Source: an optimization exercise on an open RTL-to-GDS flow (aim: small area). Production flows keep margins and buffers that such runs may drop.
Where RTL was checked, it was by simulation tests only, not by an equivalence proof against the original.
The RTL of runs 1 to 3 and 5 was laid out without a check of its function.
Power figures rest on the tool's default switching activity, not on a simulated workload.

### flow/run.sh
#!/bin/bash
# synth_recipe.tcl (not shown) runs the flow's synth.tcl, then flattens the netlist and writes it again
# the make line also repeats each setting of config.mk as NAME=value (left out here)
make -C /OpenROAD-flow-scripts/flow DESIGN_CONFIG=/design/flow/config.mk WORK_HOME=/design/flow/orfs CLKGATE_MAP_FILE= SYNTH_SCRIPT=/design/flow/synth_recipe.tcl finish
### flow/config.mk
export PLATFORM = sky130hd
export DESIGN_NAME = game_top
export DESIGN_NICKNAME = game_top
export VERILOG_FILES = /design/flow/design.v
export SDC_FILE = /design/flow/constraint.sdc
export NUM_CORES = 8
export LEC_CHECK = 0
export ABC_AREA = 1
export CAP_MARGIN = 20
export CORE_MARGIN = 2
export CORE_UTILIZATION = 60
export CTS_BUF_LIST = sky130_fd_sc_hd__clkbuf_8
export CTS_CLUSTER_DIAMETER = 45
export CTS_CLUSTER_SIZE = 16
export GPL_TIMING_DRIVEN = 0
export SLEW_MARGIN = 20
### flow/design.v
    localparam int BOARD_W = 10;    
    localparam int POS_W   = 4;     
    localparam int STEP_W  = 12;    
    localparam int GROWTH_PERIOD_LOG2 = 4;
    localparam logic [POS_W-1:0] RED_CROWN_H  = 4'd2;
    localparam logic [POS_W-1:0] RED_CROWN_V  = 4'd3;
    localparam logic [POS_W-1:0] BLUE_CROWN_H = 4'd8;
    localparam logic [POS_W-1:0] BLUE_CROWN_V = 4'd7;
    localparam logic [1:0] NPC  = 2'd0;
    localparam logic [1:0] RED  = 2'd1;
    localparam logic [1:0] BLUE = 2'd2;
    localparam logic [1:0] TERRITORY = 2'd0;
    localparam logic [1:0] MOUNTAIN  = 2'd1;
    localparam logic [1:0] CROWN     = 2'd2;
    localparam logic [1:0] CITY      = 2'd3;
    localparam logic [2:0] KEY_W     = 3'd0;
    localparam logic [2:0] KEY_A     = 3'd1;
    localparam logic [2:0] KEY_S     = 3'd2;
    localparam logic [2:0] KEY_D     = 3'd3;
    localparam logic [2:0] KEY_SPACE = 3'd4;
    localparam logic [2:0] KEY_Z     = 3'd5;
    localparam logic [2:0] KEY_NONE  = 3'd6;    
    localparam logic [1:0] CHOOSE     = 2'b00;
    localparam logic [1:0] MOVE_TOTAL = 2'b10;
    localparam logic [1:0] MOVE_HALF  = 2'b11;
    localparam logic [2:0] READY        = 3'd0;
    localparam logic [2:0] IN_ROUND     = 3'd1;
    localparam logic [2:0] CHECK_WIN    = 3'd2;
    localparam logic [2:0] ROUND_SWITCH = 3'd3;
    localparam logic [2:0] GAME_OVER    = 3'd4;
    localparam logic [1:0] MOVE_BLOCKED  = 2'd0;
    localparam logic [1:0] MOVE_PEACEFUL = 2'd1;
    localparam logic [1:0] MOVE_ATTACK   = 2'd2;
`timescale 1ns/10ps
module game_top #(
    parameter int TROOP_W = 9
) (
    input  logic               clk_100M,
    input  logic               reset,
    input  logic               key_ready,
    input  logic [2:0]         key_data,
    output logic               key_read_fin,
    input  logic               wb_cyc,
    input  logic               wb_stb,
    input  logic               wb_we,
    input  logic [7:0]         wb_adr,
    input  logic [31:0]        wb_dat_i,
    output logic [31:0]        wb_dat_o,
    output logic               wb_ack
);
    localparam int BOARD_W = 10;    
    localparam int POS_W   = 4;     
    localparam int STEP_W  = 12;    
    localparam int GROWTH_PERIOD_LOG2 = 4;
    localparam logic [POS_W-1:0] RED_CROWN_H  = 4'd2;
    localparam logic [POS_W-1:0] RED_CROWN_V  = 4'd3;
    localparam logic [POS_W-1:0] BLUE_CROWN_H = 4'd8;
    localparam logic [POS_W-1:0] BLUE_CROWN_V = 4'd7;
    localparam logic [1:0] NPC  = 2'd0;
    localparam logic [1:0] RED  = 2'd1;
    localparam logic [1:0] BLUE = 2'd2;
    localparam logic [1:0] TERRITORY = 2'd0;
    localparam logic [1:0] MOUNTAIN  = 2'd1;
    localparam logic [1:0] CROWN     = 2'd2;
    localparam logic [1:0] CITY      = 2'd3;
    localparam logic [2:0] KEY_W     = 3'd0;
    localparam logic [2:0] KEY_A     = 3'd1;
    localparam logic [2:0] KEY_S     = 3'd2;
    localparam logic [2:0] KEY_D     = 3'd3;
    localparam logic [2:0] KEY_SPACE = 3'd4;
    localparam logic [2:0] KEY_Z     = 3'd5;
    localparam logic [2:0] KEY_NONE  = 3'd6;    
    localparam logic [1:0] CHOOSE     = 2'b00;
    localparam logic [1:0] MOVE_TOTAL = 2'b10;
    localparam logic [1:0] MOVE_HALF  = 2'b11;
    localparam logic [2:0] READY        = 3'd0;
    localparam logic [2:0] IN_ROUND     = 3'd1;
    localparam logic [2:0] CHECK_WIN    = 3'd2;
    localparam logic [2:0] ROUND_SWITCH = 3'd3;
    localparam logic [2:0] GAME_OVER    = 3'd4;
    localparam logic [1:0] MOVE_BLOCKED  = 2'd0;
    localparam logic [1:0] MOVE_PEACEFUL = 2'd1;
    localparam logic [1:0] MOVE_ATTACK   = 2'd2;
    function automatic logic [3:0] layout_cell(logic [3:0] h, logic [3:0] v);
        if (h == RED_CROWN_H && v == RED_CROWN_V) begin
            layout_cell = {RED, CROWN};
        end else if (h == BLUE_CROWN_H && v == BLUE_CROWN_V) begin
            layout_cell = {BLUE, CROWN};
        end else if (v == 5) begin
            layout_cell = {NPC, CITY};
        end else if (5'(h) + 5'(v) == 5'd9 && h >= 6) begin
            layout_cell = {NPC, MOUNTAIN};
        end else if (h >= 2 && h <= 5 && v >= 2 && v <= 5) begin
            layout_cell = {RED, CITY};
        end else begin
            layout_cell = {NPC, TERRITORY};
        end
    endfunction
    function automatic logic [TROOP_W-1:0] layout_troop(logic [3:0] c);
        if (c[1:0] == CROWN) begin
            layout_troop = (c[3:2] == RED) ? TROOP_W'(87) : TROOP_W'(89);
        end else if (c[1:0] == CITY && c[3:2] == RED) begin
            layout_troop = TROOP_W'(25);
        end else begin
            layout_troop = '0;
        end
    endfunction
    function automatic logic [1:0] piece_of(logic [3:0] h, logic [3:0] v);
        logic [3:0] c;
        c = layout_cell(h, v);
        piece_of = c[1:0];
    endfunction
    function automatic logic every_round(logic [3:0] h, logic [3:0] v);
        logic [1:0] p;
        p = piece_of(h, v);
        every_round = p == CITY || p == CROWN;
    endfunction
    function automatic logic [1:0] piece_at(logic [6:0] a);
        logic [3:0] c;
        piece_at = TERRITORY;
        for (int i = 0; i < BOARD_W * BOARD_W; i++) begin
            c = layout_cell(4'(i / BOARD_W), 4'(i % BOARD_W));
            if (a == 7'(i)) piece_at = c[1:0];
        end
    endfunction
    function automatic logic every_round_at(logic [6:0] a);
        logic [1:0] p;
        p = piece_at(a);
        every_round_at = p == CITY || p == CROWN;
    endfunction
    logic [2:0]         state;
    logic [1:0]         current_player;
    logic [1:0]         winner;
    logic [1:0]         cursor_mode;
    logic [3:0]         cursor_h;
    logic [3:0]         cursor_v;
    logic [2:0]         pending;
    logic [13:0]        step_cnt;      
    logic [TROOP_W-1:0] srcv;          
    logic               pend_wr;       
    logic [TROOP_W-1:0] cell_troop [BOARD_W][BOARD_W];
    logic [1:0]         cell_own   [BOARD_W][BOARD_W];
    logic               start;
    logic               loaded;
    logic               fsm_run;
    logic [TROOP_W-1:0] g_city;
    logic [TROOP_W-1:0] g_terr;
    assign fsm_run = !key_ready;
    assign loaded  = state != READY;
    assign g_city  = step_cnt[9:1];
    assign g_terr  = step_cnt[13:5];
    function automatic logic [8:0] neighbour(logic [3:0] h, logic [3:0] v, logic [2:0] key);
        logic       ok;
        logic [3:0] th;
        logic [3:0] tv;
        ok = 1'b0;
        th = h;
        tv = v;
        case (key)
            KEY_W: begin
                ok = v != '0;
                tv = ok ? v - 1'b1 : v;
            end
            KEY_A: begin
                ok = h != '0;
                th = ok ? h - 1'b1 : h;
            end
            KEY_S: begin
                ok = v != POS_W'(BOARD_W - 1);
                tv = ok ? v + 1'b1 : v;
            end
            KEY_D: begin
                ok = h != POS_W'(BOARD_W - 1);
                th = ok ? h + 1'b1 : h;
            end
            default: ;
        endcase
        neighbour = {ok, th, tv};
    endfunction
    logic       tgt_ok;
    logic [3:0] tgt_h;
    logic [3:0] tgt_v;
    logic       tgt_mtn;       
    logic       tgt_city;      
    logic [6:0] tgt_idx;       
    logic       cell_hit;
    logic [6:0] wb_idx;
    assign cell_hit = wb_adr[7] && wb_adr[6:0] < 7'd100;
    assign wb_idx   = wb_adr[6:0];
    logic               need_port;     
    logic               defer_q;       
    logic [6:0]         hq_idx;        
    logic               undo_hit_q;    
    logic [TROOP_W-1:0] undo_troop_q;  
    logic [1:0]         undo_own_q;
    logic [6:0]         pidx;
    logic [12:0]        phi_sel;       
    logic [7:0]         plo_sel;       
    logic [TROOP_W-1:0] raw_troop;
    logic [1:0]         raw_own;
    logic [TROOP_W-1:0] port_rel;
    logic [1:0]         port_own;
    logic [TROOP_W-1:0] port_abs;
    assign need_port = fsm_run && state == IN_ROUND && pending != KEY_NONE;
    assign pidx = defer_q ? hq_idx : (need_port ? tgt_idx : wb_idx);
    logic [TROOP_W-1:0] grp_troop [13];
    logic [1:0]         grp_own   [13];
    always_comb begin
        for (int i = 0; i < 13; i++) begin
            phi_sel[i] = defer_q ? hq_idx[6:3] == 4'(i)
                       : need_port ? tgt_idx[6:3] == 4'(i) : wb_idx[6:3] == 4'(i);
        end
        for (int i = 0; i < 8; i++) begin
            plo_sel[i] = defer_q ? hq_idx[2:0] == 3'(i)
                       : need_port ? tgt_idx[2:0] == 3'(i) : wb_idx[2:0] == 3'(i);
        end
        raw_troop = '0;
        raw_own   = NPC;
        for (int g = 0; g < 13; g++) begin
            grp_troop[g] = '0;
            grp_own[g]   = NPC;
            for (int l = 0; l < 8; l++) begin
                if (g * 8 + l < BOARD_W * BOARD_W
                    && piece_at(7'(g * 8 + l)) != MOUNTAIN) begin
                    grp_troop[g] = grp_troop[g]
                                 | ({TROOP_W{plo_sel[l]}} & cell_troop[(g*8+l) / BOARD_W][(g*8+l) % BOARD_W]);
                    grp_own[g]   = grp_own[g]
                                 | ({2{plo_sel[l]}} & cell_own[(g*8+l) / BOARD_W][(g*8+l) % BOARD_W]);
                end
            end
            raw_troop = raw_troop | ({TROOP_W{phi_sel[g]}} & grp_troop[g]);
            raw_own   = raw_own   | ({2{phi_sel[g]}} & grp_own[g]);
        end
    end
    assign port_rel = (defer_q && undo_hit_q) ? undo_troop_q : raw_troop;
    assign port_own = (defer_q && undo_hit_q) ? undo_own_q : raw_own;
    assign port_abs = (port_own == NPC) ? '0
                    : port_rel + (every_round_at(pidx) ? g_city : g_terr);
    logic               half;
    logic [TROOP_W-1:0] sent;
    logic [TROOP_W-1:0] src_left;
    logic               own_target;
    logic               capture;
    logic               blocked;
    logic               attack;
    logic               move_req;
    logic [TROOP_W-1:0] dst_new;
    logic [1:0]         dst_own_new;
    logic [TROOP_W-1:0] g_tgt;
    logic [TROOP_W:0]   sent_g;        
    logic [TROOP_W-1:0] sent_2g;       
    logic [TROOP_W-1:0] g_cur;
    logic [TROOP_W-1:0] src_rel;
    logic               tgt_owned;
    logic               carry_g;       
    logic               gt;            
    logic               capture_owned;
    assign half       = cursor_mode == MOVE_HALF;
    assign sent       = half ? srcv >> 1 : srcv - 1'b1;
    assign src_left   = half ? (srcv >> 1) + TROOP_W'(srcv[0]) : TROOP_W'(1);
    assign g_tgt      = tgt_city ? g_city : g_terr;
    assign sent_g     = {1'b0, sent} - {1'b0, g_tgt};
    assign sent_2g    = sent_g[TROOP_W-1:0] - g_tgt;
    assign g_cur      = every_round(cursor_h, cursor_v) ? g_city : g_terr;
    assign src_rel    = srcv - g_cur;
    assign own_target = port_own == current_player;
    assign tgt_owned  = port_own != NPC;
    assign carry_g    = ({1'b0, port_rel} + {1'b0, g_tgt}) >= (TROOP_W+1)'(1 << TROOP_W);
    assign gt         = sent_g[TROOP_W-1:0] > port_rel;
    assign capture_owned = gt ? (carry_g || !sent_g[TROOP_W]) : (carry_g && !sent_g[TROOP_W]);
    assign capture    = !own_target && (tgt_owned ? capture_owned : sent != '0);
    assign blocked    = tgt_mtn;
    assign attack     = tgt_owned && !own_target;
    assign move_req   = fsm_run && state == IN_ROUND && cursor_mode != CHOOSE
                        && tgt_ok && !blocked;
    assign dst_new    = own_target ? port_rel + sent
                      : !capture   ? port_rel - sent
                      : tgt_owned  ? sent_2g - port_rel
                      :              sent_g[TROOP_W-1:0];
    assign dst_own_new = capture ? current_player : port_own;
    logic               load;
    logic               wr_en;
    logic [3:0]         wr_h;
    logic [3:0]         wr_v;
    logic [1:0]         wr_own;
    logic [TROOP_W-1:0] wr_troop;
    logic [BOARD_W-1:0] wr_hsel;
    logic [BOARD_W-1:0] wr_vsel;
    assign load     = fsm_run && state == READY && start;
    assign wr_en    = move_req || pend_wr;
    assign wr_h     = move_req ? tgt_h : cursor_h;
    assign wr_v     = move_req ? tgt_v : cursor_v;
    assign wr_own   = move_req ? dst_own_new : current_player;
    assign wr_troop = move_req ? dst_new : src_rel;
    logic [TROOP_W-1:0] wr_troop_hi;
    logic [TROOP_W-1:0] wr_troop_lo;
    logic               wr_blue_hi;
    logic               wr_blue_lo;
    assign wr_troop_hi = wr_troop | {TROOP_W{load}};
    assign wr_troop_lo = wr_troop & ~{TROOP_W{load}};
    assign wr_blue_hi  = wr_own == BLUE || load;
    assign wr_blue_lo  = wr_own == BLUE && !load;
    always_comb begin
        for (int i = 0; i < BOARD_W; i++) begin
            wr_hsel[i] = load || (wr_en && wr_h == 4'(i));
            wr_vsel[i] = load || wr_v == 4'(i);
        end
    end
    for (genvar gh = 0; gh < BOARD_W; gh++) begin : g_col
        for (genvar gv = 0; gv < BOARD_W; gv++) begin : g_cell
            localparam logic [3:0] LAYOUT_C = layout_cell(4'(gh), 4'(gv));
            logic en;
            assign en = wr_hsel[gh] && wr_vsel[gv];
            if (LAYOUT_C[1:0] == MOUNTAIN) begin : g_mtn
                assign cell_troop[gh][gv] = '0;
                assign cell_own[gh][gv]   = NPC;
            end else if (LAYOUT_C[3:2] == NPC) begin : g_npc
                always_ff @(posedge clk_100M) begin
                    if (en) begin
                        cell_troop[gh][gv] <= wr_troop;
                        cell_own[gh][gv]   <= wr_own;
                    end
                end
            end else begin : g_player
                localparam logic [TROOP_W-1:0] LT = layout_troop(LAYOUT_C);
                logic blue;    
                always_ff @(posedge clk_100M) begin
                    if (en) begin
                        for (int b = 0; b < TROOP_W; b++) begin
                            cell_troop[gh][gv][b] <= LT[b] ? wr_troop_hi[b] : wr_troop_lo[b];
                        end
                        blue <= (LAYOUT_C[3:2] == BLUE) ? wr_blue_hi : wr_blue_lo;
                    end
                end
                assign cell_own[gh][gv] = blue ? BLUE : RED;
            end
        end
    end
    logic [1:0]  next_player;
    logic [2:0]  state_n;
    logic [1:0]  player_n;
    logic [1:0]  winner_n;
    logic [1:0]  mode_n;
    logic [3:0]  cursor_h_n;
    logic [3:0]  cursor_v_n;
    logic [2:0]  pending_n;
    logic [13:0] step_n;
    logic [8:0]  tgt_n;
    assign next_player = (current_player == RED) ? BLUE : RED;
    always_comb begin
        state_n    = state;
        player_n   = current_player;
        winner_n   = winner;
        mode_n     = cursor_mode;
        cursor_h_n = cursor_h;
        cursor_v_n = cursor_v;
        pending_n  = pending;
        step_n     = step_cnt;
        if (key_ready) begin
            if (key_data <= 3'd5) pending_n = key_data;    
        end else begin
            case (state)
                READY: if (start) begin
                    state_n    = IN_ROUND;
                    pending_n  = KEY_NONE;
                    player_n   = RED;
                    winner_n   = NPC;
                    mode_n     = CHOOSE;
                    cursor_h_n = RED_CROWN_H;
                    cursor_v_n = RED_CROWN_V;
                end
                IN_ROUND: if (pending != KEY_NONE) begin
                    pending_n = KEY_NONE;
                    if (cursor_mode == CHOOSE) begin
                        if (tgt_ok) begin
                            cursor_h_n = tgt_h;
                            cursor_v_n = tgt_v;
                        end else if (pending == KEY_SPACE && port_own == current_player
                                     && port_abs >= 2) begin
                            mode_n = MOVE_TOTAL;
                        end
                    end else if (pending == KEY_Z) begin
                        mode_n = (cursor_mode == MOVE_TOTAL) ? MOVE_HALF : MOVE_TOTAL;
                    end else if (pending == KEY_SPACE) begin
                        mode_n = CHOOSE;
                    end else if (move_req) begin
                        state_n = attack ? CHECK_WIN : ROUND_SWITCH;
                    end
                end
                CHECK_WIN: begin
                    if (cell_own[RED_CROWN_H][RED_CROWN_V] != RED) begin
                        winner_n = BLUE;
                        state_n  = GAME_OVER;
                    end else if (cell_own[BLUE_CROWN_H][BLUE_CROWN_V] != BLUE) begin
                        winner_n = RED;
                        state_n  = GAME_OVER;
                    end else begin
                        state_n = ROUND_SWITCH;
                    end
                end
                ROUND_SWITCH: begin
                    player_n   = next_player;
                    mode_n     = CHOOSE;
                    cursor_h_n = (next_player == RED) ? RED_CROWN_H : BLUE_CROWN_H;
                    cursor_v_n = (next_player == RED) ? RED_CROWN_V : BLUE_CROWN_V;
                    step_n     = step_cnt + 1'b1;    
                    state_n    = IN_ROUND;
                end
                GAME_OVER: pending_n = KEY_NONE;   
                default: state_n = READY;
            endcase
        end
    end
    assign tgt_n = neighbour(cursor_h_n, cursor_v_n, pending_n);
    always_ff @(posedge clk_100M or posedge reset) begin
        if (reset) begin
            key_read_fin   <= 1'b0;
            state          <= READY;
            current_player <= NPC;
            winner         <= NPC;
            cursor_mode    <= CHOOSE;
            cursor_h       <= '0;
            cursor_v       <= '0;
            step_cnt       <= '0;
        end else begin
            key_read_fin   <= key_ready;
            state          <= state_n;
            current_player <= player_n;
            winner         <= winner_n;
            cursor_mode    <= mode_n;
            cursor_h       <= cursor_h_n;
            cursor_v       <= cursor_v_n;
            step_cnt       <= step_n;
        end
    end
    always_ff @(posedge clk_100M) begin
        pending  <= pending_n;
        tgt_ok   <= tgt_n[8];
        tgt_h    <= tgt_n[7:4];
        tgt_v    <= tgt_n[3:0];
        tgt_mtn  <= piece_of(tgt_n[7:4], tgt_n[3:0]) == MOUNTAIN;
        tgt_city <= every_round(tgt_n[7:4], tgt_n[3:0]);
        tgt_idx  <= 7'(tgt_n[7:4]) * 7'd10 + 7'(tgt_n[3:0]);
        if (need_port && cursor_mode == CHOOSE) begin
            srcv <= port_abs;
        end else if (move_req) begin
            srcv <= src_left;
        end
        pend_wr <= move_req;
    end
    logic               req;
    logic [31:0]        rd_data;
    logic [31:0]        dat_q;
    logic [TROOP_W-1:0] host_troop;
    assign req = wb_cyc && wb_stb && !wb_ack;
    assign host_troop = (pend_wr && wb_idx == 7'(cursor_h) * 7'd10 + 7'(cursor_v)) ? srcv : port_abs;
    always_comb begin
        rd_data = '0;
        if (wb_adr == 8'd1) begin
            rd_data[2:0]   = state;
            rd_data[5:4]   = current_player;
            rd_data[7:6]   = winner;
            rd_data[9:8]   = cursor_mode;
            rd_data[19:16] = cursor_h;
            rd_data[23:20] = cursor_v;
        end else if (cell_hit) begin
            rd_data[TROOP_W-1:0] = host_troop;
            rd_data[17:16]       = loaded ? piece_at(wb_idx) : TERRITORY;
            rd_data[25:24]       = loaded ? port_own : NPC;
        end
    end
    always_ff @(posedge clk_100M or posedge reset) begin
        if (reset) begin
            wb_ack <= 1'b0;
            start  <= 1'b0;
        end else begin
            wb_ack <= req;
            start  <= req && wb_we && wb_adr == 8'd0 && wb_dat_i[0];
        end
    end
    always_ff @(posedge clk_100M) begin
        dat_q        <= rd_data;
        defer_q      <= req && need_port && cell_hit;
        hq_idx       <= wb_idx;
        undo_hit_q   <= wb_idx == tgt_idx;
        undo_troop_q <= raw_troop;
        undo_own_q   <= raw_own;
    end
    always_comb begin
        wb_dat_o = dat_q;
        if (defer_q) begin
            wb_dat_o[TROOP_W-1:0] = port_abs;
            wb_dat_o[25:24]       = port_own;
        end
    end
endmodule
### flow/constraint.sdc
create_clock -name core_clock -period 12.0 [get_ports {clk_100M}]
set_input_delay 2.4000 -clock core_clock [delete_from_list [all_inputs] [get_ports {clk_100M}]]
set_output_delay 2.4000 -clock core_clock [all_outputs]
set_load 0.01 [all_outputs]
==> qor.txt, run 1 <==
Run status: no timing/DRC/antenna violations
P_int: 8.978 mW
Num rows: 105
Post-synth EDFFs: 1052
Syn Area/Cell: 11.77 um^2
Placed inst area: 0.05330 mm^2
Crit-path max FO: 19
Async SR Flop Fraction: 2.964%
WL met3: 26770 um
Top Metal Used: met5
Grt ovf: 0
Ys flop type: edfxtp_1
Clock Power Share: 18.5%
TNS Setup: 0 ns
DRC: 0
Worst slew pin tran: 1.198 ns
Die H: 292.4 um
Vias: 36620
Vias in the first global route: 33130
Critical Path Source Type: input pin
NetSw: 6.615 mW
TritonCTS buffer count: 120
Non-filler instance count after layout: 5654
Htree depth: 3
CTS max path bufs: 3
Worst path max stage delay: 0.58 ns
GRT Util Overall: 41.65%
Commonest non-fill, non-tap cell in the layout: edfxtp_1
Crit path top cell by count: nor2_1
Initial antenna violation count: 7
Min-delay worst type: flop to flop
Layout net count: 4643
PortBufs: 39
Area of the core: 0.08224 mm^2
Largest net degree at the start of global routing: 84
Wire length on met1: 65530 um
First-pass GRT wire length: 247200 um
Share of cells above drive strength 1: 14.32%
Tcrit/Tclk final: 98.45%
Clock Latency Late Sink: 0.84 ns
Yosys top cell by area: edfxtp_1
Drt total wl: 178800 um
Die W: 292.4 um
Fmax: 0.08465 GHz
Worst setup slack after layout: 0.1861 ns
Worst Skew: 0.1067 ns
Setup violators final: 0
Die area: 0.08550 mm^2
Post-place setup slack: -1.661 ns
Pwr per Cell Area: 276.3 mW/mm^2
CP required: 9.60 ns
Met2 WL post-DR: 75720 um
Final Cell Area: 0.05643 mm^2
Sw Ratio: 42.42%
Synthesized area: 0.04991 mm^2
Slowest CP cell: clkdlybuf4s50_1
Worst setup EP type: primary output
Via/cell ratio: 6.476
Hold Fails Final Rpt: 0
Area Overhead vs Synth: 13.07%
#FFs+latches synth: 1147
Clk sinks: 1147
Post-CTS Hold Fix Bufs: 0
Hold Slack: 0.4373 ns
Max VDD drop: 0.5044 mV
Leakage: 20.78 nW
Fin crit period: 11.81 ns
DR WL/cell: 31.63 um
Cells after Synth: 4241
Worst setup path category: input pin to primary output
RSZ-0062 raised after global routing: no
Dpl cells: 5435
Sequential Power Share: 37.4%
Synth cell types: 70
Initial DRC count: 6100
Rel. slew slack: 20.11%
DR pass1 iterations: 8
Post-route ant nets: 0
GP Congestion: 0.9913
Boundary Pins: 83
Arrival time worst endpoint: 9.41 ns
Comb power frac: 44.1%
MaxCap Viol Count: 0
Root Buffer: clkbuf_8
Pins Over Slew Limit: 0
Most area-consuming cells after synthesis: edfxtp_1 63%, nand2_1 7.7%, a22oi_1 3.1%
Dpl hpwl: 123500 um
Yosys top cell area share: 63.30%
Most frequent cells in the layout: 1052 x edfxtp_1, 1018 x nand2_1, 308 x inv_1
Clock-pin transition on the worst setup and hold timing paths: 0.07 ns
Register area share after synthesis: 67.45%
CTS tree: built
Warnings from Yosys: 26
Initial core utilization: 60.68%
-- layout make-up --
class | instances | area, um^2
fillers | 5996 | 25810
clock inverters | 95 | 1041
inverters | 318 | 1215
diodes | 3 | 7.507
well taps | 1070 | 1339
plain buffers | 172 | 1185
flip-flops and latches | 1147 | 33660
multi-input cells | 2612 | 14750
clock buffers | 124 | 1707
repair buffers | 113 | 1519
-- flip-flops by register name, indices dropped and copies added, names as in the netlist, 9 cells and up --
register and count:
step_cnt 14, wb_dat_o 9, undo_troop_q 9, cell_troop 864
cell_own 166, srcv 9, dat_q 11, g_col.g_cell.genblk1.g_player.blue 13
-- cells in the mapped netlist, drive strengths merged (13+ instances only) --
cell type and count:
a21oi 103, a221oi 32, a41oi 30, nor4 21, xor2 58, o22ai 13, nand4 72, nor3 48
dfxtp 61, buf 133, nor2 381, inv 314, a22o 15, a31oi 21, or2 17, edfxtp 1052
nand2 1042, xnor2 17, ha 93, dfrtp 34, nand3 173, fa 17, clkbuf 42, o21ai 160
a22oi 203
-- cell families after synthesis --
| kind of cell | Yosys count | synth area share, % |
|---|---|---|
| adder cells (fa/ha/maj) | 111 | 3.034 |
| multiplexers | 1 | 0.02006 |
| buffers and inverters | 493 | 4.430 |
| AO/OA/AOI/OAI | 650 | 8.762 |
| other | 1 | 0.007514 |
| AND/OR/NAND/NOR | 1763 | 14.98 |
| XOR/XNOR | 75 | 1.316 |
| flip-flops | 1147 | 67.45 |
-- critical path: cells and delay by family --
family / cells / cell delay (ns)
AND/OR/NAND/NOR: 20 / 2.86
buffers and inverters: 11 / 2.59
adder cells (fa/ha/maj): 2 / 0.67
AO/OA/AOI/OAI: 5 / 0.83
-- power groups by stage --
stage	registers (mW)	logic [mW]	clock network [mW]
2_1_floorplan	5.96	3.82	0
3_3_place_gp	6.11	6.09	0
3_5_place_dp	5.92	6.51	0
4_1_cts	5.83	6.61	2.87
5_1_grt	5.84	7.31	3.00
6_report	5.83	6.88	2.88
-- metrics by stage --
| stage | util [%] | power (mW) |
|---|---|---|
| 2_1_floorplan | - | 9.775 |
| 3_3_place_gp | 62.84 | 12.20 |
| 3_5_place_dp | 64.81 | 12.43 |
| 4_1_cts | 68.49 | 15.31 |
| 5_1_grt | 68.61 | 16.16 |
| 6_report | 68.61 | 15.59 |
-- repair_timing --
item                       in CTS  in global routing
setup endpoints to repair       8                  4
buffers inserted                0                  0
pin swaps                       1                  4
gates resized for setup       122                 34
-- metal layers --
metal  up-vias  global-route usage [%]
met5         -                       0
met4         2                   20.76
met3       537                   11.20
met1     17450                   58.61
li1      15580                       -
met2      3045                   60.30
-- worst paths after layout --
kind | start | to | slack, ns | cells past startpoint
worst max register to register | state[1] | g_col[2].g_cell[3].genblk1.g_player.blue | 3.38 | 38
worst min register to register | wb_ack | wb_ack | 0.44 | 1
worst max-delay path | key_ready | wb_dat_o[8] | 0.19 | 38
max in group asynchronous | reset | cursor_v[2] | 9.68 | 3
worst min-delay path | wb_ack | wb_ack | 0.44 | 1
min in group asynchronous | reset | wb_ack | 1.85 | 2
==> run 2, diff against run 1 <==
--- a/flow/design.v
+++ b/flow/design.v
@@ -203,8 +203,6 @@
     logic [TROOP_W-1:0] port_abs;
     assign need_port = fsm_run && state == IN_ROUND && pending != KEY_NONE;
     assign pidx = defer_q ? hq_idx : (need_port ? tgt_idx : wb_idx);
-    logic [TROOP_W-1:0] grp_troop [13];
-    logic [1:0]         grp_own   [13];
     always_comb begin
         for (int i = 0; i < 13; i++) begin
             phi_sel[i] = defer_q ? hq_idx[6:3] == 4'(i)
@@ -217,19 +215,15 @@
         raw_troop = '0;
         raw_own   = NPC;
         for (int g = 0; g < 13; g++) begin
-            grp_troop[g] = '0;
-            grp_own[g]   = NPC;
             for (int l = 0; l < 8; l++) begin
                 if (g * 8 + l < BOARD_W * BOARD_W
                     && piece_at(7'(g * 8 + l)) != MOUNTAIN) begin
-                    grp_troop[g] = grp_troop[g]
-                                 | ({TROOP_W{plo_sel[l]}} & cell_troop[(g*8+l) / BOARD_W][(g*8+l) % BOARD_W]);
-                    grp_own[g]   = grp_own[g]
-                                 | ({2{plo_sel[l]}} & cell_own[(g*8+l) / BOARD_W][(g*8+l) % BOARD_W]);
+                    raw_troop = raw_troop
+                              | ({TROOP_W{phi_sel[g] && plo_sel[l]}} & cell_troop[(g*8+l) / BOARD_W][(g*8+l) % BOARD_W]);
+                    raw_own   = raw_own
+                              | ({2{phi_sel[g] && plo_sel[l]}} & cell_own[(g*8+l) / BOARD_W][(g*8+l) % BOARD_W]);
                 end
             end
-            raw_troop = raw_troop | ({TROOP_W{phi_sel[g]}} & grp_troop[g]);
-            raw_own   = raw_own   | ({2{phi_sel[g]}} & grp_own[g]);
         end
     end
     assign port_rel = (defer_q && undo_hit_q) ? undo_troop_q : raw_troop;
@@ -273,8 +267,9 @@
     assign attack     = tgt_owned && !own_target;
     assign move_req   = fsm_run && state == IN_ROUND && cursor_mode != CHOOSE
                         && tgt_ok && !blocked;
-    assign dst_new    = own_target ? port_rel + sent
-                      : !capture   ? port_rel - sent
+    logic [TROOP_W-1:0] r_pm_sent;
+    assign r_pm_sent  = port_rel + (own_target ? sent : ~sent) + TROOP_W'(!own_target);
+    assign dst_new    = !capture   ? r_pm_sent
                       : tgt_owned  ? sent_2g - port_rel
                       :              sent_g[TROOP_W-1:0];
     assign dst_own_new = capture ? current_player : port_own;
==> flow/flow/run.sh (new file) <==
#!/bin/bash
# Own layout flow: the standard flow (standard.sh) with two changes:
#  - synthesis: Yosys's abc pass maps the logic with flow/abc_map.script, an
#    area-oriented mapping, instead of ORFS's abc script (registers untouched);
#  - clock tree: clkbuf_8 buffers, larger sink clusters, no dummy loads.
# Each tool's output is in orfs/logs (ORFS) and flow_make.log here.
set -euo pipefail
W=$(pwd)
cat > "$W/own_synth.tcl" <<EOS
# The standard synthesis (synth_recipe.tcl), with abc's script replaced
proc abc {args} {
  set i [lsearch -exact \$args -script]
  if {\$i >= 0} { lset args [expr {\$i + 1}] {$W/flow/abc_map.script} }
  puts "abc with script $W/flow/abc_map.script"
  yosys abc {*}\$args
}
source {$W/synth_recipe.tcl}
EOS
CTS="-sink_clustering_enable -repair_clock_nets -dont_use_dummy_load"
CTS="$CTS -buf_list sky130_fd_sc_hd__clkbuf_8 -sink_clustering_size 16 -sink_clustering_max_diameter 45"
bash "$W/standard.sh" "SYNTH_SCRIPT=$W/own_synth.tcl" "CTS_ARGS=$CTS" finish > "$W/flow_make.log" 2>&1
==> flow/flow/abc_map.script (new file) <==
strash
&get -n
&st
&dc2
&dch
&nf -R 1000
&put
==> flow/standard.sh (new file) <==
#!/bin/bash
# synth_recipe.tcl (not shown) runs the flow's synth.tcl, then flattens the netlist and writes it again
# the make line also repeats each setting of config.mk as NAME=value (left out here)
make -C /OpenROAD-flow-scripts/flow DESIGN_CONFIG=/design/flow/config.mk WORK_HOME=/design/flow/orfs CLKGATE_MAP_FILE= SYNTH_SCRIPT=/design/flow/synth_recipe.tcl "${@:-finish}"
--- a/flow/config.mk
+++ b/flow/config.mk
@@ -9,8 +9,5 @@
 export CAP_MARGIN = 20
 export CORE_MARGIN = 2
 export CORE_UTILIZATION = 60
-export CTS_BUF_LIST = sky130_fd_sc_hd__clkbuf_8
-export CTS_CLUSTER_DIAMETER = 45
-export CTS_CLUSTER_SIZE = 16
 export GPL_TIMING_DRIVEN = 0
 export SLEW_MARGIN = 20
removed: flow/run.sh
==> run 2 against run 1 <==
  * The layout now fails its checks (negative setup slack)
  * Critical path depth down 19
  * Die area is 7.4% lower
  * Setup slack got worse by 0.34 ns
  * Flip-flop and latch count stayed put
  * Register-to-register slack got worse by 3.0 ns
==> qor.txt, run 2 <==
Hold Crit Start: winner[1]
Most area-consuming cells after synthesis: edfxtp_1 68%, a222oi_1 3.4%, a22oi_1 3.1%
Post-route ant nets: 0
Largest net degree at the start of global routing: 84
Clk sinks: 1147
Power, Total: 12.90 mW
Initial antenna violation count: 14
Drt total wl: 179900 um
Reg-to-reg startpoint: state[2]
Die W: 281.3 um
CTS tree: built
PortBufs: 39
Crit-path max FO: 26
FILL cells: 5058
Dpl hpwl: 121200 um
TritonCTS buffer count: 117
Share of cells above drive strength 1: 18.10%
Synthesized area: 0.04615 mm^2
Failed Checks: negative setup slack
GRT Util Overall: 45.39%
Worst setup EP type: primary output
Async SR Flop Fraction: 2.964%
Commonest non-fill, non-tap cell in the layout: edfxtp_1
Run status: finished with violations
Hold Slack: 0.4951 ns
Rel. slew slack: 11.32%
Tcrit/Tclk final: 101.3%
Pins Over Slew Limit: 0
Fmax: 0.08227 GHz
Pwr per Cell Area: 242.3 mW/mm^2
Arrival time worst endpoint: 9.75 ns
CTS max path bufs: 3
Grt ovf: 0
Clock-pin transition on the worst setup and hold timing paths: 0.09 ns
Die area: 0.07915 mm^2
Biggest regs: cell_troop (864), cell_own (166), step_cnt (14)
Layout net count: 3576
Critical Path Source Type: input pin
First-pass GRT wire length: 241700 um
R2r setup slk: 0.38 ns
Hold Fails Final Rpt: 0
Root Buffer: clkbuf_8
Yosys top cell by area: edfxtp_1
Setup violators final: 86
Register area share after synthesis: 72.94%
CP required: 9.60 ns
Via/cell ratio: 7.589
Min-Delay Endpoint: dat_q[7]
R2r endpoint: cell_troop[6][6]
Vias: 33890
Most frequent cells in the layout: 1052 x edfxtp_1, 189 x a22oi_1, 186 x nand2_1
Post-synth EDFFs: 1052
Cells after Synth: 3082
Max reg flops: 864
Worst R2R Path Depth: 29
Num rows: 101
Ys flop type: edfxtp_1
MaxCap Viol Count: 0
Post-place setup slack: -2.420 ns
DRC: 0
Fin crit period: 12.15 ns
Leakage: 17.24 nW
Min-delay worst type: flop to flop
Post-synth top cells: 1052 x edfxtp_1, 329 x nor2_1, 202 x nand2_1
Clock Latency Late Sink: 0.85 ns
Synth cell types: 60
Worst Skew: 0.1535 ns
Worst slew pin tran: 1.330 ns
Worst setup slack after layout: -0.1549 ns
Syn Area/Cell: 14.97 um^2
Htree depth: 3
Most numerous cell in the Yosys netlist: edfxtp_1
Top reg by flops: cell_troop
Max VDD drop: 0.2029 mV
Yosys top cell area share: 68.45%
Area of the core: 0.07608 mm^2
Worst setup path category: input pin to primary output
DR pass1 iterations: 13
Vias in the first global route: 30890
Boundary Pins: 83
Initial DRC count: 7411
#FFs+latches synth: 1147
Initial core utilization: 60.66%
Placed inst area: 0.05087 mm^2
Die H: 281.3 um
Warnings from Yosys: 24
GP Congestion: 1.009
Area Overhead vs Synth: 15.37%
DR WL/cell: 40.28 um
Hold-critical path depth: 1
Final Cell Area: 0.05324 mm^2
==> run 2: cells by family (layout without fill, tap and decap cells) <==
kind of cell               after synthesis  after routing  share of synthesized area [%]
AOI/OAI and AO/OA                      766            766                          12.33
and+or+nand+nor                        845            847                          8.402
DFF                                   1147           1147                          72.94
xor gates and xnor gates                82             82                          1.556
buffers and inverters                  109            439                          1.057
other                                    1             23                       0.008126
adders and majority gates              100            100                          2.971
muxes                                   32             32                         0.7374
==> run 2: where the power goes <==
| group | switching (mW) | internal (mW) |
|---|---|---|
| registers | 0.128 | 5.24 |
| logic | 3.69 | 1.73 |
| clock network | 1.26 | 0.858 |
| total | 5.08 | 7.82 |
==> run 2: layout make-up <==
type,count,area (um^2),area share [%]
Inverter,88,351.6,0.6604
Timing Repair Buffer,213,2684,5.041
Clock buffer,117,1610,3.025
Sequential cell,1147,33660,63.23
Antenna cell,11,27.53,0.05170
Tap cell,1030,1289,2.421
Multi-Input combinational cell,1839,13460,25.28
Buffer,21,157.7,0.2961
==> run 2: worst max-delay path by stage <==
stage | start | endpoint | slack (ns)
global route | key_ready | wb_dat_o[8] | -0.18
floorplan | key_ready | cell_troop[22][8] | 0.91
finish | wb_adr[4] | wb_dat_o[8] | -0.15
detailed placement | key_ready | cell_troop[17][6] | -2.42
CTS | key_ready | wb_dat_o[7] | 0.002
global placement | key_ready | g_col[4].g_cell[2].genblk1.g_player.blue | -7.35
==> run 2: worst max-delay path, stage by stage <==
cell and delay (ns):
dlygate4sd2_1 0.52, nor3_1 0.17, a22oi_1 0.21, nor2_1 0.09
a31oi_4 0.54, nor2_2 0.30, buf_8 0.24, a22o_1 0.24
a221oi_2 0.58, nand4_1 0.28, a2111oi_0 0.71, nand4_1 0.52
nand4b_1 0.80, mux2i_4 0.56, nand2_2 0.45, a21boi_1 0.29
o21ai_2 0.16, a21oi_1 0.12, clkdlybuf4s50_1 0.52
==> run 2: what timing repair did <==
action	4_1_cts	5_1_grt
gates cloned	0	2
hold buffers	0	0
setup buffers	26	11
pin swaps	16	18
setup endpoints to repair	956	148
resized for setup	76	51
==> run 2: metrics by stage <==
step	setup TNS (ns)	std cells	util, %
after floorplan	0	3093	-
after global placement	-5457.49	4162	62.92
after detailed placement	-1656.61	4297	66.87
after CTS	0	4440	69.62
after global routing	-0.1958	4456	69.95
final	-2.421	4466	69.98
==> run 2: layer usage <==
layer  share of wire (%)  GRT usage [%]  up-vias
met5                0.31          3.541        -
met4                 7.5          25.26       28
met3                  18          21.10      852
met2                  42          64.74     3504
met1                  32          57.36    16380
li1                    -              -    13130
==> run 3, diff against run 2 <==
--- a/flow/design.v
+++ b/flow/design.v
@@ -115,19 +115,24 @@
         p = piece_of(h, v);
         every_round = p == CITY || p == CROWN;
     endfunction
-    function automatic logic [1:0] piece_at(logic [6:0] a);
+    function automatic logic [255:0] piece_table();
         logic [3:0] c;
-        piece_at = TERRITORY;
+        piece_table = '0;
         for (int i = 0; i < BOARD_W * BOARD_W; i++) begin
             c = layout_cell(4'(i / BOARD_W), 4'(i % BOARD_W));
-            if (a == 7'(i)) piece_at = c[1:0];
+            piece_table[2*i +: 2] = c[1:0];
         end
     endfunction
-    function automatic logic every_round_at(logic [6:0] a);
-        logic [1:0] p;
-        p = piece_at(a);
-        every_round_at = p == CITY || p == CROWN;
+    function automatic logic [127:0] city_table();
+        logic [3:0] c;
+        city_table = '0;
+        for (int i = 0; i < BOARD_W * BOARD_W; i++) begin
+            c = layout_cell(4'(i / BOARD_W), 4'(i % BOARD_W));
+            city_table[i] = c[1:0] == CITY || c[1:0] == CROWN;
+        end
     endfunction
+    localparam logic [255:0] PIECE_TAB = piece_table();
+    localparam logic [127:0] CITY_TAB  = city_table();
     logic [2:0]         state;
     logic [1:0]         current_player;
     logic [1:0]         winner;
@@ -203,6 +208,8 @@
     logic [TROOP_W-1:0] port_abs;
     assign need_port = fsm_run && state == IN_ROUND && pending != KEY_NONE;
     assign pidx = defer_q ? hq_idx : (need_port ? tgt_idx : wb_idx);
+    logic [TROOP_W-1:0] grp_troop [13];
+    logic [1:0]         grp_own   [13];
     always_comb begin
         for (int i = 0; i < 13; i++) begin
             phi_sel[i] = defer_q ? hq_idx[6:3] == 4'(i)
@@ -215,21 +222,25 @@
         raw_troop = '0;
         raw_own   = NPC;
         for (int g = 0; g < 13; g++) begin
+            grp_troop[g] = '0;
+            grp_own[g]   = NPC;
             for (int l = 0; l < 8; l++) begin
                 if (g * 8 + l < BOARD_W * BOARD_W
-                    && piece_at(7'(g * 8 + l)) != MOUNTAIN) begin
-                    raw_troop = raw_troop
-                              | ({TROOP_W{phi_sel[g] && plo_sel[l]}} & cell_troop[(g*8+l) / BOARD_W][(g*8+l) % BOARD_W]);
-                    raw_own   = raw_own
-                              | ({2{phi_sel[g] && plo_sel[l]}} & cell_own[(g*8+l) / BOARD_W][(g*8+l) % BOARD_W]);
+                    && PIECE_TAB[2*(g*8+l) +: 2] != MOUNTAIN) begin
+                    grp_troop[g] = grp_troop[g]
+                                 | ({TROOP_W{plo_sel[l]}} & cell_troop[(g*8+l) / BOARD_W][(g*8+l) % BOARD_W]);
+                    grp_own[g]   = grp_own[g]
+                                 | ({2{plo_sel[l]}} & cell_own[(g*8+l) / BOARD_W][(g*8+l) % BOARD_W]);
                 end
             end
+            raw_troop = raw_troop | ({TROOP_W{phi_sel[g]}} & grp_troop[g]);
+            raw_own   = raw_own   | ({2{phi_sel[g]}} & grp_own[g]);
         end
     end
     assign port_rel = (defer_q && undo_hit_q) ? undo_troop_q : raw_troop;
     assign port_own = (defer_q && undo_hit_q) ? undo_own_q : raw_own;
     assign port_abs = (port_own == NPC) ? '0
-                    : port_rel + (every_round_at(pidx) ? g_city : g_terr);
+                    : port_rel + (CITY_TAB[pidx] ? g_city : g_terr);
     logic               half;
     logic [TROOP_W-1:0] sent;
     logic [TROOP_W-1:0] src_left;
@@ -460,7 +471,7 @@
             rd_data[23:20] = cursor_v;
         end else if (cell_hit) begin
             rd_data[TROOP_W-1:0] = host_troop;
-            rd_data[17:16]       = loaded ? piece_at(wb_idx) : TERRITORY;
+            rd_data[17:16]       = loaded ? PIECE_TAB[2*wb_idx +: 2] : TERRITORY;
             rd_data[25:24]       = loaded ? port_own : NPC;
         end
     end
==> run 3 against run 2 <==
  * The run now finishes clean
  * Routed wire length shrank 25%
  * Setup slack gained 0.40 ns
  * Utilization shrank 1.3 points
==> qor.txt, run 3 <==
Run status: no timing/DRC/antenna violations
Setup violators final: 0
#FFs+latches synth: 1147
Vias in the first global route: 28900
Fin crit period: 11.76 ns
Clk sinks: 1147
Pins Over Slew Limit: 0
Slowest CP cell: a222oi_1
Worst path max stage delay: 0.94 ns
Die H: 281.5 um
DRC: 0
Clock Power Share: 16.9%
Max VDD drop: 0.1959 mV
Drt total wl: 135700 um
Largest net degree at the start of global routing: 84
Dpl hpwl: 90050 um
Worst setup path category: input pin to primary output
Worst slew pin tran: 1.163 ns
Share of cells above drive strength 1: 12.75%
Synthesized area: 0.04620 mm^2
Biggest regs: cell_troop (864), cell_own (166), step_cnt (14)
Tcrit/Tclk final: 98.00%
Yosys top cell by area: edfxtp_1
Synth cell types: 59
Sw Ratio: 37.73%
Post-synth top cells: 1052 x edfxtp_1, 233 x nor2_1, 181 x a22oi_1
Final Cell Area: 0.05225 mm^2
Htree depth: 3
Register area share after synthesis: 72.87%
DR WL/cell: 31.25 um
GP Congestion: 0.8947
Most frequent cells in the layout: 1052 x edfxtp_1, 181 x a22oi_1, 174 x nand2_1
Dpl cells: 4216
Layout net count: 3470
CP required: 9.60 ns
Root Buffer: clkbuf_8
Boundary Pins: 83
Async SR Flop Fraction: 2.964%
Placed inst area: 0.05045 mm^2
Area Overhead vs Synth: 13.11%
Worst Skew: 0.1235 ns
Warnings from Yosys: 26
Die area: 0.07923 mm^2
Initial DRC count: 4623
Vias: 30020
Initial core utilization: 60.72%
Area of the core: 0.07608 mm^2
Die W: 281.5 um
Cells after Synth: 3034
Leakage: 16.97 nW
Power, Total: 12.07 mW
Rel. slew slack: 22.17%
Yosys top cell area share: 68.38%
DR pass1 iterations: 7
Clock-pin transition on the worst setup and hold timing paths: 0.07 ns
Crit-path max FO: 24
Commonest non-fill, non-tap cell in the layout: edfxtp_1
Ys flop type: edfxtp_1
Most area-consuming cells after synthesis: edfxtp_1 68%, a222oi_1 3.5%, a22oi_1 2.9%
MaxCap Viol Count: 0
Num rows: 101
Post-route ant nets: 0
P_int: 7.515 mW
Arrival time worst endpoint: 9.36 ns
Hold Slack: 0.4625 ns
TNS Setup: 0 ns
Pwr per Cell Area: 231.0 mW/mm^2
RSZ-0062 raised after global routing: no
Grt ovf: 0
Crit path top cell by count: a21oi_1
Top reg by flops: cell_troop
PortBufs: 39
Initial antenna violation count: 5
Hold Fails Final Rpt: 0
Non-filler instance count after layout: 4341
TritonCTS buffer count: 114
CTS max path bufs: 3
Worst setup EP type: primary output
Comb power frac: 40.5%
GRT Util Overall: 34.39%
Critical Path Source Type: input pin
Max reg flops: 864
Syn Area/Cell: 15.23 um^2
Clock Latency Late Sink: 0.79 ns
Post-synth EDFFs: 1052
CTS tree: built
Min-delay worst type: flop to flop
Via/cell ratio: 6.915
Fmax: 0.08504 GHz
NetSw: 4.553 mW
First-pass GRT wire length: 195600 um
Most numerous cell in the Yosys netlist: edfxtp_1
Sequential Power Share: 42.6%
[run 3: changes by cell type after synthesis, sizes merged, moves of 11 or more]
cell	previous run	this run
a22o	34	63
nor4	35	11
clkinv	88	99
a221oi	32	58
a221o	0	13
o21ai	69	93
nand3	54	130
nor3	35	24
nand4	94	19
nand2	202	177
nor2	329	233
[run 3: area by class of cell]
class	instances	area (um^2)
buffer	21	157.7
antenna	1	2.502
multi-input combinational	1779	12790
timing repair buffer	150	2379
sequential	1147	33660
clock buffer	114	1569
tap	1030	1289
inverter	99	399.1
fill	5243	23820
[run 3: worst paths after layout]
check	depth (start not counted)	from	slack, ns	end
worst min register to register	1	wb_ack	0.46	wb_ack
min in group asynchronous	2	reset	2.09	step_cnt[0]
worst max-delay path	29	key_ready	0.24	wb_dat_o[7]
worst min-delay path	1	wb_ack	0.46	wb_ack
worst max register to register	38	state[0]	1.26	cell_troop[24][8]
max in group asynchronous	2	reset	9.45	current_player[0]
[run 3: power groups by stage]
stage               clock, mW  combinational [mW]  sequential (mW)
floorplan                   0                2.70             5.23
global placement            0                4.17             5.35
detailed placement          0                4.72             5.22
CTS                      2.06                4.78             5.14
global route             2.19                5.22             5.16
finish                   2.04                4.88             5.14
[run 3: layer usage]
metal / GRT usage (%) / vias up / part of all wire (%)
met4: 13.84 / 4 / 4.4
li1: - / 12880 / -
met2: 54.22 / 1829 / 47
met5: 0 / - / 0.019
met3: 6.480 / 284 / 10
met1: 47.84 / 15030 / 38
[run 3: logic make-up (layout without fill, tap and decap cells)]
| logic type | Yosys count | after routing | share of synthesized area (%) |
|---|---|---|---|
| compound gates | 860 | 860 | 13.88 |
| xor+xnor | 76 | 76 | 1.441 |
| fa+ha+maj | 109 | 109 | 3.212 |
| buf+inv | 120 | 384 | 1.146 |
| flops | 1147 | 1147 | 72.87 |
| mux | 30 | 30 | 0.6907 |
| other cells | 1 | 13 | 0.008118 |
| simple gates | 691 | 692 | 6.758 |
[run 3: what timing repair did]
item	4_1_cts	5_1_grt
resized for setup	35	25
setup endpoints to repair	83	18
hold buffers	0	0
gates cloned	1	0
pin swaps	6	7
buffers inserted	2	6
[run 3: stage by stage]
stage,utilization (%),setup WS (ns)
finish,68.68,0.2403
global route,68.68,0.009830
CTS,68.53,0.01318
detailed placement,66.32,-1.561
global placement,63.10,-8.976
floorplan,-,0.07735
[run 3: critical path, delay by kind of cell]
family                     cells  cell delay (ns)
AOI/OAI and AO/OA             13             3.47
and+or+nand+nor                8             1.49
buffers and inverters          6             1.47
adders and majority gates      1             0.31
xor gates and xnor gates       1             0.15
==> run 4, diff against run 3 <==
--- a/flow/design.v
+++ b/flow/design.v
@@ -278,9 +278,8 @@
     assign attack     = tgt_owned && !own_target;
     assign move_req   = fsm_run && state == IN_ROUND && cursor_mode != CHOOSE
                         && tgt_ok && !blocked;
-    logic [TROOP_W-1:0] r_pm_sent;
-    assign r_pm_sent  = port_rel + (own_target ? sent : ~sent) + TROOP_W'(!own_target);
-    assign dst_new    = !capture   ? r_pm_sent
+    assign dst_new    = own_target ? port_rel + sent
+                      : !capture   ? port_rel - sent
                       : tgt_owned  ? sent_2g - port_rel
                       :              sent_g[TROOP_W-1:0];
     assign dst_own_new = capture ? current_player : port_own;
==> run 4 against run 3 <==
  * Still clean on timing, DRC and antenna
  * Register-to-register slack improved by 0.67 ns
  * Sequential share of layout area down 0.22 points
  * Count of clock-buffer cells in the layout unchanged
  * Clock skew decreased by 0.0024 ns
  * Final cell count is 0.60% lower
  * Highest routed layer unchanged
==> qor.txt, run 4 <==
Worst path buffer plus inverter count: 7
Share of cells above drive strength 1: 12.70%
Grt ovf: 0
Max reg flops: 864
Cells after Synth: 3015
Worst Skew: 0.1211 ns
Worst setup EP type: primary output
Warnings from Yosys: 26
Max VDD drop: 0.1861 mV
Pins Over Slew Limit: 0
Non-filler instance count after layout: 4315
Top reg by flops: cell_troop
Run status: no timing/DRC/antenna violations
Dpl cells: 4184
CTS max path bufs: 3
Worst R2R Path Depth: 32
Ys flop type: edfxtp_1
Yosys top cell by area: edfxtp_1
Worst path top cell family by delay: compound AO/OA/AOI/OAI gates
Min-delay worst type: flop to flop
Worst setup path category: input pin to primary output
TNS Setup: 0 ns
Worst slew pin tran: 1.207 ns
Post-synth top cells: 1052 x edfxtp_1, 215 x nor2_1, 166 x nand2_1
#FFs+latches synth: 1147
R2r setup slk: 1.93 ns
Die area: 0.07948 mm^2
Synth cell types: 61
Rel. slew slack: 19.24%
CTS tree: built
Fmax: 0.08513 GHz
Area Overhead vs Synth: 13.13%
Num rows: 101
Root Buffer: clkbuf_8
Critical Path Stages: 33
Start point of the critical path: key_ready
Setup violators final: 0
DRC: 0
TritonCTS buffer count: 114
Largest net degree at the start of global routing: 84
Post-synth EDFFs: 1052
R2r endpoint: cell_troop[68][2]
Leakage: 17.01 nW
First-pass GRT wire length: 194300 um
Pwr per Cell Area: 235.1 mW/mm^2
Setup crit end: wb_dat_o[8]
Critical Path Source Type: input pin
Most numerous cell in the Yosys netlist: edfxtp_1
Initial core utilization: 60.82%
Yosys top cell area share: 68.16%
Commonest non-fill, non-tap cell in the layout: edfxtp_1
Layout net count: 3452
PortBufs: 39
Initial antenna violation count: 3
Arrival time worst endpoint: 9.35 ns
Worst path max stage delay: 0.55 ns
Synthesized area: 0.04634 mm^2
Async SR Flop Fraction: 2.964%
Vias in the first global route: 28520
Initial DRC count: 4627
Post-route ant nets: 0
Biggest regs: cell_troop (864), cell_own (166), step_cnt (14)
Syn Area/Cell: 15.37 um^2
Die W: 281.9 um
Most frequent cells in the layout: 1052 x edfxtp_1, 165 x a222oi_1, 163 x a22oi_1
Area of the core: 0.07620 mm^2
DR pass1 iterations: 7
Hold-critical path depth: 2
RSZ-0062 raised after global routing: yes
Crit-path max FO: 24
Via/cell ratio: 6.962
Tcrit/Tclk final: 97.89%
FILL cells: 5085
Register area share after synthesis: 72.63%
MaxCap Viol Count: 0
Reg-to-reg startpoint: state[0]
Htree depth: 3
Slowest CP cell: clkdlybuf4s50_1
DR WL/cell: 31.45 um
CP required: 9.60 ns
Clock Latency Late Sink: 0.78 ns
Clk sinks: 1147
Dpl hpwl: 90110 um
Hold Fails Final Rpt: 0
Clock-pin transition on the worst setup and hold timing paths: 0.07 ns
Most area-consuming cells after synthesis: edfxtp_1 68%, a222oi_1 3.6%, ha_1 2.7%
Fin crit period: 11.75 ns
Boundary Pins: 83
Die H: 281.9 um
Drt total wl: 135700 um
GP Congestion: 0.8994
GRT Util Overall: 34.21%
Vias: 30040
## run 4: worst min-delay path by stage
stage	startpoint	endpoint	slack, ns
floorplan	winner[0]	dat_q[6]	0.44
global placement	winner[1]	dat_q[7]	0.46
detailed placement	winner[0]	dat_q[6]	0.46
CTS	winner[1]	dat_q[7]	0.48
global route	wb_ack	wb_ack	0.51
finish	winner[1]	dat_q[7]	0.48
## run 4: stage by stage
stage | hold WS, ns | setup WS, ns | power (mW) | utilization [%] | cell area (um^2)
final | 0.4821 | 0.2535 | 12.32 | 68.80 | 52430
after global routing | 0.5100 | -0.04370 | 12.79 | 68.80 | 52430
after CTS | 0.4819 | 0.03936 | 12.18 | 68.55 | 52230
after detailed placement | 0.4622 | -2.241 | 10.16 | 66.23 | 50470
after global placement | 0.4594 | -8.471 | 9.667 | 63.18 | 48140
after floorplan | 0.4358 | 0.07570 | 8.014 | - | 46460
## run 4: logic make-up (layout without fill, tap and decap cells)
kind of cell	after synthesis	after routing	share of synthesized area, %
flops	1147	1147	72.64
buf+inv	122	379	1.158
other cells	1	14	0.008092
compound gates	877	877	13.98
xor+xnor	84	84	1.587
fa+ha+maj	118	118	3.461
mux	50	50	1.161
simple gates	616	616	6.010
## run 4: what timing repair did
action	4_1_cts	5_1_grt
resized for setup	47	25
hold buffers	0	0
setup endpoints to repair	577	3
pin swaps	5	8
gates cloned	0	0
buffers inserted	6	6
## run 4: worst reg2reg max path, delay by kind of cell, from the launching register on
kind	cells	cell delay, ns
AND/OR/NAND/NOR	9	1.96
adder cells (fa/ha/maj)	1	0.38
buffers and inverters	10	2.60
flip-flops	1	0.46
AO/OA/AOI/OAI	12	4.10
## run 4: area by class of cell
cell class	count	area [um^2]	area share, %
buffer	21	157.7	0.3007
timing repair buffer	143	2335	4.453
tap	1030	1289	2.458
multi-input combinational	1757	13000	24.80
sequential	1147	33660	64.21
antenna	2	5.005	0.009546
clock buffer	114	1569	2.993
inverter	101	410.4	0.7827
## run 4: report_power, final
group	total (mW)	switching [mW]	internal (mW)
clock network	2.02	1.19	0.837
registers	5.22	0.111	5.11
logic	5.08	3.41	1.66
## run 4: routing by layer
metal	vias up	track usage [%]	part of all wire [%]
li1	12820	-	-
met1	14980	47.72	38
met2	1901	52.43	45
met3	336	7.193	12
met4	4	15.37	5.2
met5	-	0	0.017
==> run 5, diff against run 4 <==
--- a/flow/design.v
+++ b/flow/design.v
@@ -134,8 +134,8 @@
     localparam logic [255:0] PIECE_TAB = piece_table();
     localparam logic [127:0] CITY_TAB  = city_table();
     logic [2:0]         state;
-    logic [1:0]         current_player;
-    logic [1:0]         winner;
+    logic [1:0]         current_player;    
+    logic [1:0]         winner;            
     logic [1:0]         cursor_mode;
     logic [3:0]         cursor_h;
     logic [3:0]         cursor_v;
@@ -278,8 +278,9 @@
     assign attack     = tgt_owned && !own_target;
     assign move_req   = fsm_run && state == IN_ROUND && cursor_mode != CHOOSE
                         && tgt_ok && !blocked;
-    assign dst_new    = own_target ? port_rel + sent
-                      : !capture   ? port_rel - sent
+    logic [TROOP_W-1:0] r_pm_sent;
+    assign r_pm_sent  = port_rel + (own_target ? sent : ~sent) + TROOP_W'(!own_target);
+    assign dst_new    = !capture   ? r_pm_sent
                       : tgt_owned  ? sent_2g - port_rel
                       :              sent_g[TROOP_W-1:0];
     assign dst_own_new = capture ? current_player : port_own;
@@ -343,19 +344,18 @@
     end
     logic [1:0]  next_player;
     logic [2:0]  state_n;
-    logic [1:0]  player_n;
-    logic [1:0]  winner_n;
     logic [1:0]  mode_n;
     logic [3:0]  cursor_h_n;
     logic [3:0]  cursor_v_n;
     logic [2:0]  pending_n;
     logic [13:0] step_n;
     logic [8:0]  tgt_n;
+    assign current_player = (state == READY) ? NPC : (step_cnt[0] ? BLUE : RED);
+    assign winner      = (state != GAME_OVER) ? NPC
+                       : (cell_own[RED_CROWN_H][RED_CROWN_V] != RED) ? BLUE : RED;
     assign next_player = (current_player == RED) ? BLUE : RED;
     always_comb begin
         state_n    = state;
-        player_n   = current_player;
-        winner_n   = winner;
         mode_n     = cursor_mode;
         cursor_h_n = cursor_h;
         cursor_v_n = cursor_v;
@@ -368,8 +368,6 @@
                 READY: if (start) begin
                     state_n    = IN_ROUND;
                     pending_n  = KEY_NONE;
-                    player_n   = RED;
-                    winner_n   = NPC;
                     mode_n     = CHOOSE;
                     cursor_h_n = RED_CROWN_H;
                     cursor_v_n = RED_CROWN_V;
@@ -394,17 +392,14 @@
                 end
                 CHECK_WIN: begin
                     if (cell_own[RED_CROWN_H][RED_CROWN_V] != RED) begin
-                        winner_n = BLUE;
                         state_n  = GAME_OVER;
                     end else if (cell_own[BLUE_CROWN_H][BLUE_CROWN_V] != BLUE) begin
-                        winner_n = RED;
                         state_n  = GAME_OVER;
                     end else begin
                         state_n = ROUND_SWITCH;
                     end
                 end
                 ROUND_SWITCH: begin
-                    player_n   = next_player;
                     mode_n     = CHOOSE;
                     cursor_h_n = (next_player == RED) ? RED_CROWN_H : BLUE_CROWN_H;
                     cursor_v_n = (next_player == RED) ? RED_CROWN_V : BLUE_CROWN_V;
@@ -421,8 +416,6 @@
         if (reset) begin
             key_read_fin   <= 1'b0;
             state          <= READY;
-            current_player <= NPC;
-            winner         <= NPC;
             cursor_mode    <= CHOOSE;
             cursor_h       <= '0;
             cursor_v       <= '0;
@@ -430,8 +423,6 @@
         end else begin
             key_read_fin   <= key_ready;
             state          <= state_n;
-            current_player <= player_n;
-            winner         <= winner_n;
             cursor_mode    <= mode_n;
             cursor_h       <= cursor_h_n;
             cursor_v       <= cursor_v_n;
==> run 5 against run 4 <==
  * Clock skew up 0.033 ns
  * Global-route usage up 0.14 points
  * Synthesized area down 0.72%
  * Die area down 0.71%
  * Highest routed layer is now met4
==> qor.txt, run 5 <==
CTS max path bufs: 3
Warnings from Yosys: 26
Sw Ratio: 38.28%
GRT Util Overall: 34.35%
DRC: 0
Fmax: 0.08618 GHz
TNS Setup: 0 ns
#FFs+latches synth: 1143
Min-delay worst type: flop to flop
Arrival time worst endpoint: 9.20 ns
TritonCTS buffer count: 118
Crit-path max FO: 15
Biggest regs: cell_troop (864), cell_own (166), step_cnt (14)
Max reg flops: 864
Cells after Synth: 2989
CTS tree: built
Hold Fails Final Rpt: 0
Synth cell types: 59
Fin crit period: 11.60 ns
Largest net degree at the start of global routing: 84
DR WL/cell: 31.38 um
Pins Over Slew Limit: 0
Via/cell ratio: 6.942
Top reg by flops: cell_troop
Boundary Pins: 83
Yosys top cell area share: 68.66%
Grt ovf: 0
Max VDD drop: 0.2268 mV
Dpl hpwl: 89660 um
GP Congestion: 0.9205
Post-synth EDFFs: 1052
Most area-consuming cells after synthesis: edfxtp_1 69%, a222oi_1 3.9%, a22oi_1 2.7%
Worst setup path category: input pin to primary output
Area of the core: 0.07595 mm^2
Commonest non-fill, non-tap cell in the layout: edfxtp_1
Root Buffer: clkbuf_8
Most numerous cell in the Yosys netlist: edfxtp_1
DR pass1 iterations: 9
First-pass GRT wire length: 194800 um
Power, Total: 12.47 mW
Reg-to-reg startpoint: state[2]
Ys flop type: edfxtp_1
Post-place setup slack: -1.261 ns
Htree depth: 3
Post-synth top cells: 1052 x edfxtp_1, 213 x nor2_1, 177 x a222oi_1
Final Cell Area: 0.05193 mm^2
Syn Area/Cell: 15.39 um^2
P_int: 7.696 mW
Initial DRC count: 4302
Vias in the first global route: 28990
Setup violators final: 0
Share of cells above drive strength 1: 12.68%
Rel. slew slack: 18.39%
Most frequent cells in the layout: 1052 x edfxtp_1, 177 x a222oi_1, 167 x nand2_1
Pwr per Cell Area: 240.1 mW/mm^2
Vias: 29790
Hold Crit Start: step_cnt[13]
Tcrit/Tclk final: 96.70%
Die H: 280.9 um
PortBufs: 39
Die area: 0.07892 mm^2
Post-route ant nets: 0
Sequential Power Share: 42.0%
CP required: 9.60 ns
Slowest CP cell: clkdlybuf4s50_1
Drt total wl: 134600 um
Synthesized area: 0.04601 mm^2
Die W: 280.9 um
Clock Power Share: 16.6%
Area Overhead vs Synth: 12.87%
Start point of the critical path: key_ready
Worst Skew: 0.1543 ns
Critical Path Source Type: input pin
Clock-pin transition on the worst setup and hold timing paths: 0.04 ns
Clk sinks: 1143
Clock Latency Late Sink: 0.80 ns
Post-CTS Hold Fix Bufs: 0
Worst path max stage delay: 0.53 ns
MaxCap Viol Count: 0
Async SR Flop Fraction: 2.625%
Register area share after synthesis: 72.94%
RSZ-0062 raised after global routing: no
Crit path top cell by count: a21oi_1
NetSw: 4.773 mW
Yosys top cell by area: edfxtp_1
Comb power frac: 41.4%
Leakage: 16.81 nW
Worst setup EP type: primary output
Placed inst area: 0.05011 mm^2
Initial core utilization: 60.58%
Worst setup slack after layout: 0.3964 ns
Initial antenna violation count: 2
Run status: no timing/DRC/antenna violations
Num rows: 101
Worst slew pin tran: 1.220 ns
Layout net count: 3418
==> run 5: cell types whose count changed after synthesis, moves of 7 or more <==
cell | previous run | this run
clkinv_1 | 101 | 92
nand3_1 | 88 | 132
o22ai_1 | 26 | 5
a222oi_1 | 165 | 177
a211oi_1 | 13 | 5
a31oi_1 | 75 | 40
o21ai_0 | 80 | 87
nor4_1 | 15 | 6
o21bai_1 | 19 | 11
a221o_1 | 7 | 15
ha_1 | 101 | 93
==> run 5: per-stage QoR <==
step | util (%) | cells | hold slack (ns)
finish | 68.38 | 4291 | 0.5366
CTS | 68.25 | 4286 | 0.5405
floorplan | - | 3000 | 0.4864
global route | 68.37 | 4289 | 0.5741
detailed placement | 65.98 | 4160 | 0.5280
global placement | 62.92 | 4069 | 0.5239
==> run 5: kinds of logic (layout without fill, tap and decap cells) <==
family | count (synthesis) | after routing | synth area share, %
AO/OA/AOI/OAI | 835 | 835 | 13.62
XOR/XNOR | 79 | 79 | 1.504
adder cells (fa/ha/maj) | 110 | 110 | 3.247
buffers and inverters | 113 | 371 | 1.093
flip-flops | 1143 | 1143 | 72.94
multiplexers | 45 | 45 | 1.050
other | 1 | 15 | 0.008150
AND/OR/NAND/NOR | 663 | 663 | 6.540
==> run 5: layer usage <==
layer,part of all wire (%),vias to the layer above,track usage (%)
li1,-,12730,-
met1,38,14940,48.22
met2,46,1847,53.28
met3,12,276,7.266
met4,3.8,0,13.18
met5,0,-,0
==> run 5: worst paths after layout <==
| check | endpoint | slack (ns) | cells past startpoint |
|---|---|---|---|
| max | wb_dat_o[8] | 0.40 | 34 |
| min | step_cnt[13] | 0.54 | 1 |
| max reg2reg | cell_troop[84][6] | 1.75 | 31 |
| min reg2reg | step_cnt[13] | 0.54 | 1 |
| max in group asynchronous | cursor_h[0] | 9.54 | 2 |
| min in group asynchronous | key_read_fin | 2.04 | 2 |
==> run 5: worst max-delay path: cells and delay by family <==
family	cells	cell delay [ns]
AOI/OAI and AO/OA	14	2.89
muxes	1	0.41
buffers and inverters	8	1.60
xor gates and xnor gates	1	0.21
and+or+nand+nor	8	1.26
adders and majority gates	2	0.40
==> run 5: power by group through the flow <==
| stage | clock network, mW | registers (mW) | logic (mW) |
|---|---|---|---|
| floorplan | 0 | 5.33 | 2.85 |
| global placement | 0 | 5.47 | 4.40 |
| detailed placement | 0 | 5.32 | 5.01 |
| CTS | 2.09 | 5.23 | 5.06 |
| global route | 2.23 | 5.25 | 5.53 |
| finish | 2.06 | 5.24 | 5.17 |
==> run 5: timing repair <==
action / 4_1_cts / 5_1_grt
setup endpoints to repair: 181 / 3
pin swaps: 4 / 6
gates resized for setup: 28 / 19
hold endpoints to repair: 0 / 0
gates cloned: 0 / 0
setup buffers: 8 / 1
==> run 5: final cells by class <==
class / count / area (um^2)
multi-input cells: 1744 / 12670
diodes: 3 / 7.507
fillers: 5164 / 24020
clock buffers: 118 / 1624
well taps: 1030 / 1289
plain buffers: 21 / 157.7
repair buffers: 140 / 2250
inverters: 92 / 367.9
flip-flops and latches: 1143 / 33560

port drivers added, routing unchanged:
The results above use ideal ports. As a check the final layouts listed here were re-extracted and re-timed, cells and wires unchanged.
Step 1, drivers: a clkbuf_16 drives clk_100M and a buf_2 each remaining input, both assumed.
Step 2, shift: input delay + t, output delay - t, t = (earliest + latest rising clock arrival at the registers) / 2. This alone moves slack from input paths to output paths.
Slacks: ideal ports / drivers / drivers and shift; pairs: ideal ports / drivers.
run	shift t [ns]	setup slack, ns	worst setup path at the end
run 1	0.853	0.186 / 0.165 / 0.165	input to output
run 2	0.830	-0.155 / -0.179 / -0.906	input to register
run 3	0.800	0.240 / 0.209 / -0.245	input to register
run 4	0.785	0.253 / 0.233 / 0.233	input to output
run 5	0.780	0.396 / 0.372 / 0.152	input to register
Met with ideal ports but missed after step 2: setup timing in run 3. The setup slack of run 2, which loses most, moves by -0.024 ns with the drivers and by -0.751 ns with both steps.
